Background: an optimization exercise with open tools, aiming at small area. Do not read the settings as production practice. In this exercise RTL edits were held to simulation tests only and were not proved equivalent to the original. The clock input has no modelled driver; a real chip could not lean on it and would need a root buffer or a full tree. Power and IR drop assume default switching activity.

==> flow/design.v <==
`timescale 1ns/1ps
`default_nettype none
module checkers_top (
  input  logic         clk,
  input  logic         resetn,
  input  logic [7:0]   scan_code,
  input  logic         scan_valid,
  output logic [191:0] board,
  output logic         turn,
  output logic [2:0]   cursor_x,
  output logic [2:0]   cursor_y,
  output logic [2:0]   sel_x,
  output logic [2:0]   sel_y,
  output logic         show_highlight,
  output logic [6:0]   hex0,
  output logic [6:0]   hex1,
  output logic [6:0]   hex4,
  output logic [6:0]   hex5
);
  logic brk_seen;   
  logic go;         
  logic go_q;       
  always_ff @(posedge clk) begin
    if (!resetn) begin
      cursor_x <= '0;
      cursor_y <= '0;
      go       <= 1'b0;
      brk_seen <= 1'b0;
    end else begin
      go <= scan_valid && !brk_seen && scan_code == 8'h29;
      if (scan_valid) begin
        if (brk_seen) begin
          brk_seen <= 1'b0;
        end else begin
          case (scan_code)
            8'hF0: brk_seen <= 1'b1;
            8'h6B:  cursor_x <= 3'(cursor_x - 1'b1);
            8'h74: cursor_x <= 3'(cursor_x + 1'b1);
            8'h75:    cursor_y <= 3'(cursor_y - 1'b1);
            8'h72:  cursor_y <= 3'(cursor_y + 1'b1);
            default: ;
          endcase
        end
      end
    end
  end
  logic started;
  logic placing;
  logic latch_sel;
  logic apply_move;
  always_ff @(posedge clk) begin
    if (!resetn) begin
      go_q    <= 1'b0;
      started <= 1'b0;
      placing <= 1'b0;
    end else begin
      go_q <= go;
      if (go_q) begin
        started <= 1'b1;
        placing <= started && !placing;
      end
    end
  end
  assign latch_sel      = go_q && started && !placing;
  assign apply_move     = go_q && placing;
  assign show_highlight = placing;
  logic [2:0] sq    [32];    
  logic [1:0] edge0 [4];     
  logic [1:0] edge7 [4];     
  logic [2:0] inner [4:27];  
  logic [7:0] cy_dec, sy_dec, my_dec;
  logic [3:0] ck_dec, sk_dec, mk_dec;
  logic [31:0] cur_dec, sel_dec, mid_dec;
  logic [3:0] sum_x, sum_y;
  logic [2:0] mid_x, mid_y;
  logic [2:0] cur_pc, mid_pc;
  logic       own_q, king_q;    
  logic       opp_mid, fwd, step, jump, move_ok;
  logic       cur_dark;
  logic       m2, m1, m0;       
  assign sum_x = {1'b0, sel_x} + {1'b0, cursor_x};
  assign sum_y = {1'b0, sel_y} + {1'b0, cursor_y};
  assign mid_x = sum_x[3:1];
  assign mid_y = sum_y[3:1];
  always_comb begin
    for (int i = 0; i < 8; i++) begin
      cy_dec[i] = cursor_y == 3'(i);
      sy_dec[i] = sel_y == 3'(i);
      my_dec[i] = mid_y == 3'(i);
    end
    for (int i = 0; i < 4; i++) begin
      ck_dec[i] = cursor_x[2:1] == 2'(i);
      sk_dec[i] = sel_x[2:1] == 2'(i);
      mk_dec[i] = mid_x[2:1] == 2'(i);
    end
    for (int i = 0; i < 32; i++) begin
      cur_dec[i] = cy_dec[i/4] & ck_dec[i%4];
      sel_dec[i] = sy_dec[i/4] & sk_dec[i%4];
      mid_dec[i] = my_dec[i/4] & mk_dec[i%4];
    end
  end
  always_comb begin
    for (int k = 0; k < 4; k++) begin
      sq[k]      = {~edge0[k][1] & edge0[k][0], edge0[k][1], edge0[k][1] & edge0[k][0]};
      sq[28 + k] = {~edge7[k][1] & edge7[k][0], edge7[k][1] & edge7[k][0], edge7[k][1]};
    end
    for (int i = 4; i < 28; i++)
      sq[i] = inner[i];
  end
  always_comb begin
    cur_pc = '0;
    mid_pc = '0;
    for (int i = 0; i < 32; i++) begin
      cur_pc = cur_pc | ({3{cur_dec[i]}} & sq[i]);
      mid_pc = mid_pc | ({3{mid_dec[i]}} & sq[i]);
    end
  end
  assign cur_dark = cursor_x[0] == cursor_y[0];
  logic [3:0] ex, ey;
  logic       ax1, ax2, ay1, ay2;
  assign ex  = {1'b0, cursor_x} - {1'b0, sel_x};
  assign ey  = {1'b0, cursor_y} - {1'b0, sel_y};
  assign ax1 = (ex == 4'd1) || (ex == 4'hf);
  assign ax2 = (ex == 4'd2) || (ex == 4'he);
  assign ay1 = (ey == 4'd1) || (ey == 4'hf);
  assign ay2 = (ey == 4'd2) || (ey == 4'he);
  assign opp_mid = turn ? (mid_pc[2] | (mid_pc[1] & ~mid_pc[0])) : mid_pc[0];
  assign fwd     = turn == ey[3];   
  assign step    = ax1 && ay1;
  assign jump    = ax2 && ay2 && opp_mid;
  assign move_ok = apply_move && own_q && (cur_pc == 3'd0) && (king_q || fwd) && (step || jump);
  logic crown;
  assign crown = king_q || (turn ? (cursor_y == 3'd0) : (cursor_y == 3'd7));
  assign m2 = ~turn & crown;
  assign m1 = turn ? crown : ~crown;
  assign m0 = turn;
  logic [3:0] red_score, black_score;
  always_ff @(posedge clk) begin
    if (latch_sel) begin
      own_q  <= cur_dark && (turn ? cur_pc[0] : (cur_pc[2] | (cur_pc[1] & ~cur_pc[0])));
      king_q <= cur_pc[2] | (cur_pc[1] & cur_pc[0]);
    end
  end
  always_ff @(posedge clk) begin
    if (!resetn) begin
      for (int k = 0; k < 4; k++) begin
        edge0[k] <= 2'b10;   
        edge7[k] <= 2'b10;   
      end
      for (int i = 4; i < 28; i++)
        inner[i] <= (i < 12) ? 3'd2 : (i >= 20) ? 3'd1 : 3'd0;
      turn        <= 1'b0;
      sel_x       <= '0;
      sel_y       <= '0;
      red_score   <= '0;
      black_score <= '0;
    end else begin
      if (latch_sel) begin
        sel_x <= cursor_x;
        sel_y <= cursor_y;
      end
      if (move_ok) begin
        for (int i = 0; i < 32; i++) begin
          if (cur_dec[i]) begin
            if (i < 4)       edge0[i]      <= {turn, 1'b1};
            else if (i >= 28) edge7[i - 28] <= {turn, 1'b1};
            else             inner[i]      <= {m2, m1, m0};
          end else if (sel_dec[i] || (jump && mid_dec[i])) begin
            if (i < 4)       edge0[i]      <= 2'b00;
            else if (i >= 28) edge7[i - 28] <= 2'b00;
            else             inner[i]      <= 3'd0;
          end
        end
        turn <= !turn;
        if (jump && !turn)
          red_score <= 4'(red_score + 1'b1);
        if (jump && turn)
          black_score <= 4'(black_score + 1'b1);
      end
    end
  end
  always_comb begin
    for (int y = 0; y < 8; y++)
      for (int x = 0; x < 8; x++)
        board[3*(8*y+x) +: 3] = ((x + y) % 2 == 0) ? sq[y*4 + x/2] : 3'd0;
  end
  function automatic logic [6:0] ones_seg(input logic [3:0] s);
    ones_seg[0] = (s[0] & s[1] & s[3]) | (s[0] & ~s[1] & ~s[2] & ~s[3]) | (~s[0] & ~s[1] & s[2] & ~s[3]);
    ones_seg[1] = (s[0] & ~s[1] & s[2]) | (~s[0] & s[1] & s[2]);
    ones_seg[2] = (s[2] & s[3]) | (~s[0] & s[1] & ~s[2] & ~s[3]);
    ones_seg[3] = (s[0] & s[1] & s[2]) | (s[0] & s[1] & s[3]) | (s[0] & ~s[1] & ~s[2] & ~s[3]) | (~s[0] & ~s[1] & s[2] & ~s[3]);
    ones_seg[4] = s[0] | (~s[1] & s[2] & ~s[3]);
    ones_seg[5] = (s[0] & s[1]) | (s[2] & s[3]) | (s[0] & ~s[2] & ~s[3]) | (s[1] & ~s[2] & ~s[3]);
    ones_seg[6] = (s[0] & s[1] & s[2]) | (s[1] & s[3]) | (~s[1] & ~s[2] & ~s[3]);
  endfunction
  function automatic logic [6:0] tens_seg(input logic [3:0] s);
    logic t;
    t = s[3] & (s[2] | s[1]);
    tens_seg = {1'b1, t, t, t, 1'b0, 1'b0, t};
  endfunction
  assign hex0 = ones_seg(black_score);
  assign hex1 = tens_seg(black_score);
  assign hex4 = ones_seg(red_score);
  assign hex5 = tens_seg(red_score);
endmodule
`default_nettype wire
export LEC_CHECK = 0
export CAP_MARGIN = 20
export CORE_MARGIN = 2
export CORE_UTILIZATION = 40
export SLEW_MARGIN = 20
create_clock -name core_clock -period 8.0 [get_ports {clk}]
standard.sh (not shown) runs the stock make flow with config.mk's settings and CLKGATE_MAP_FILE= SYNTH_SCRIPT=/design/flow/synth_recipe.tcl, a recipe that flattens the netlist after the stock synthesis.
==> flow/flow/run.sh <==
#!/bin/bash
# Own layout flow: the standard flow (standard.sh), with
#  - synthesis: the standard flow's synthesis script unchanged, except that ABC maps the
#    logic with an area script (&deepsyn, then &nf) instead of ORFS's delay
#    script, and adders are left to ABC (no ADDER_MAP_FILE, no Kogge-Stone
#    carry map). Registers and their
#    names come out exactly as in the standard synthesis. It runs one for each of SEEDS
#    such ABC scripts (different deepsyn seeds and lengths, one or two rounds), NUM_CORES
#    at a time, and keeps the smallest netlist.
#  - port buffers of the smallest buffer cell (buf_1)
#  - flow/cts.tcl after placement: constant output ports get buf_1 port buffers
#    fed by shared tie cells (flow/ties.tcl), and a small clock tree (a root
#    buffer, then leaf buffers each driving one cluster of flip-flops,
#    flow/mycts.tcl) is built in place of ORFS's CTS step; it uses the fewest
#    leaf buffers (over a few k-means starts) whose estimated flip-flop clock
#    slew is under MYCTS_SLEW.
# Each tool's output goes to its own log in the work folder: synth_sN.log,
# synth_select.log, standard_place.log, cts.log, standard_finish.log.
set -uo pipefail
W=$(pwd)
export MY_FLOW="$W/flow"
export MY_RESULTS="$W/orfs/results/$FLOW_PLATFORM/checkers_top/base"
export MYCTS_NBUF=${MYCTS_NBUF:-6}
export MYCTS_CELL=${MYCTS_CELL:-sky130_fd_sc_hd__clkbuf_8}
export MYCTS_ROOT=${MYCTS_ROOT:-sky130_fd_sc_hd__clkbuf_8}
export MYCTS_CAPF=${MYCTS_CAPF:-1.3}
export MYCTS_SLEW=${MYCTS_SLEW:-0.110}
export TIE_GROUP=${TIE_GROUP:-26}
SEEDS=${SEEDS:-"9 $(seq -s " " 17 39)"}
# SYNTH_OPERATIONS_ARGS: arithmetic is mapped without ORFS's Kogge-Stone
# carry unit (the plain yosys mapping is a smaller start for ABC)
ARGS=(ADDER_MAP_FILE= SYNTH_OPERATIONS_ARGS=-noshare BUFFER_PORTS_ARGS="-buffer_cell sky130_fd_sc_hd__buf_1")

N=0
for S in $SEEDS; do
  if (( S % 3 == 0 )); then
    # one long round
    echo "strash; &get -n; &deepsyn -S $S -T 120; &dch -f; &nf -R 1000; &put" > "$W/area_s$S.abc"
  elif (( S % 3 == 1 )); then
    # one round: deep AIG synthesis, then area-recovering mapping
    echo "strash; &get -n; &deepsyn -S $S -T 60; &dch -f; &nf -R 1000; &put" > "$W/area_s$S.abc"
  else
    # two rounds: map, restructure the mapped logic, map again
    echo "strash; &get -n; &deepsyn -S $S -T 30; &dch -f; &nf -R 1000; &st; &deepsyn -S $((S + 100)) -T 30; &dch -f; &nf -R 1000; &put" > "$W/area_s$S.abc"
  fi
  {
    echo 'proc abc {args} {'
    echo '  set i [lsearch -exact $args -script]'
    echo "  if {\$i >= 0} { set args [lreplace \$args [expr {\$i + 1}] [expr {\$i + 1}] $W/area_s$S.abc] }"
    echo '  yosys abc {*}$args'
    echo '}'
    cat "$W/synth_recipe.tcl"
  } > "$W/flow_synth_s$S.tcl"
  sed "s#WORK_HOME=$W/orfs #WORK_HOME=$W/orfs_s$S #" "$W/standard.sh" > "$W/standard_s$S.sh"
  bash "$W/standard_s$S.sh" SYNTH_SCRIPT="$W/flow_synth_s$S.tcl" "${ARGS[@]}" synth > "$W/synth_s$S.log" 2>&1 &
  # at most NUM_CORES synthesis runs at a time
  N=$((N + 1))
  (( N % ${NUM_CORES:-4} == 0 )) && wait
done
wait
best=""; best_area=""
for S in $SEEDS; do
  rpt="$W/orfs_s$S/reports/$FLOW_PLATFORM/checkers_top/base/synth_stat.txt"
  [[ -f "$W/orfs_s$S/results/$FLOW_PLATFORM/checkers_top/base/1_synth.odb" && -f "$rpt" ]] || continue
  a=$(awk '/Chip area for module/ {print $NF}' "$rpt")
  echo "seed $S: synthesis area $a" | tee -a "$W/synth_select.log"
  if [[ -z "$best" ]] || awk -v a="$a" -v b="$best_area" 'BEGIN {exit !(a < b)}'; then best=$S; best_area=$a; fi
done
[[ -n "$best" ]] || exit 1
echo "using seed $best" | tee -a "$W/synth_select.log"
cp -a "$W/orfs_s$best" "$W/orfs"
for S in $SEEDS; do [[ "$S" == "$best" ]] || rm -rf "$W/orfs_s$S"; done

bash "$W/standard.sh" SYNTH_SCRIPT="$W/flow_synth_s$best.tcl" "${ARGS[@]}" place > "$W/standard_place.log" 2>&1 || exit 1
openroad -no_init -exit "$W/flow/cts.tcl" > "$W/cts.log" 2>&1 || exit 1
bash "$W/standard.sh" SYNTH_SCRIPT="$W/flow_synth_s$best.tcl" "${ARGS[@]}" finish > "$W/standard_finish.log" 2>&1
Other scripts of this flow, unchanged in this note and not shown: flow/flow/cts.tcl, flow/flow/mycts.tcl, flow/flow/ties.tcl
Edit:
--- a/flow/flow/run.sh
+++ b/flow/flow/run.sh
@@ -28,3 +28,3 @@
 export TIE_GROUP=${TIE_GROUP:-26}
-SEEDS=${SEEDS:-"9 $(seq -s " " 17 39)"}
+SEEDS=${SEEDS:-"9 $(seq -s " " 40 62)"}
 # SYNTH_OPERATIONS_ARGS: arithmetic is mapped without ORFS's Kogge-Stone
- via count decreases by 2.0%
- power barely changes
- core utilization went down by 0.12 points
- sequential power is about the same
- clock skew is lower by 0.0035 ns
- worst setup slack is worse by 0.080 ns
- global-route usage goes down by 0.53 points
- die area goes down by 1.3%
Edit:
--- a/flow/flow/run.sh
+++ b/flow/flow/run.sh
@@ -6,3 +6,3 @@
 #    carry map). Registers and their
-#    names come out exactly as in the standard synthesis. It runs one for each of SEEDS
+#    names come out exactly as in the standard synthesis. It runs NSEEDS
 #    such ABC scripts (different deepsyn seeds and lengths, one or two rounds), NUM_CORES
@@ -28,3 +28,3 @@
 export TIE_GROUP=${TIE_GROUP:-26}
-SEEDS=${SEEDS:-"9 $(seq -s " " 40 62)"}
+NSEEDS=${NSEEDS:-16}
 # SYNTH_OPERATIONS_ARGS: arithmetic is mapped without ORFS's Kogge-Stone
@@ -33,4 +33,3 @@
 
-N=0
-for S in $SEEDS; do
+for S in $(seq 1 $NSEEDS); do
   if (( S % 3 == 0 )); then
@@ -56,4 +55,3 @@
   # at most NUM_CORES synthesis runs at a time
-  N=$((N + 1))
-  (( N % ${NUM_CORES:-4} == 0 )) && wait
+  (( S % ${NUM_CORES:-4} == 0 )) && wait
 done
@@ -61,3 +59,3 @@
 best=""; best_area=""
-for S in $SEEDS; do
+for S in $(seq 1 $NSEEDS); do
   rpt="$W/orfs_s$S/reports/$FLOW_PLATFORM/checkers_top/base/synth_stat.txt"
@@ -71,3 +69,3 @@
 cp -a "$W/orfs_s$best" "$W/orfs"
-for S in $SEEDS; do [[ "$S" == "$best" ]] || rm -rf "$W/orfs_s$S"; done
+for S in $(seq 1 $NSEEDS); do [[ "$S" == "$best" ]] || rm -rf "$W/orfs_s$S"; done
 
Wire length grows by 1.3%.
Die area grows by 1.3%.
Maximum frequency grows by 1.2%.
Clock skew grows by 0.0035 ns.
Register-to-register slack gains 0.08 ns.
Design area grows by 0.99%.
Global-route usage grows by 0.53 points.
Core utilization grows by 0.12 points.
Worst setup slack gains 0.080 ns.
No run of this note takes its clock network from TritonCTS; it comes from the design's own scripts or RTL.

## re-timing with driven ports
The flow's constraints put no driver on any port. The routed layouts listed below were extracted and timed again, unchanged, in two steps. Step 1 sets driving cells, clkbuf_16 on the clock port and buf_2 on the other inputs (assumed; they add their load-dependent delay and slew). Step 2, shift: input delay + t, output delay - t, t = (earliest + latest rising clock arrival at the registers) / 2. This alone moves slack from input paths to output paths. a / b / c = ideal ports / drivers / drivers and shift; a / b = the first two.
run	t (ns)	setup WS [ns]	worst register clock-pin slew, ns	pins driven straight from the clock port
the first run	0.462	1.581 / 1.581 / 1.581	0.10 / 0.10	1
the second run	0.466	1.501 / 1.501 / 1.501	0.10 / 0.10	1
the third run	0.462	1.581 / 1.581 / 1.581	0.10 / 0.10	1
After both steps setup and hold are still met in every run listed.
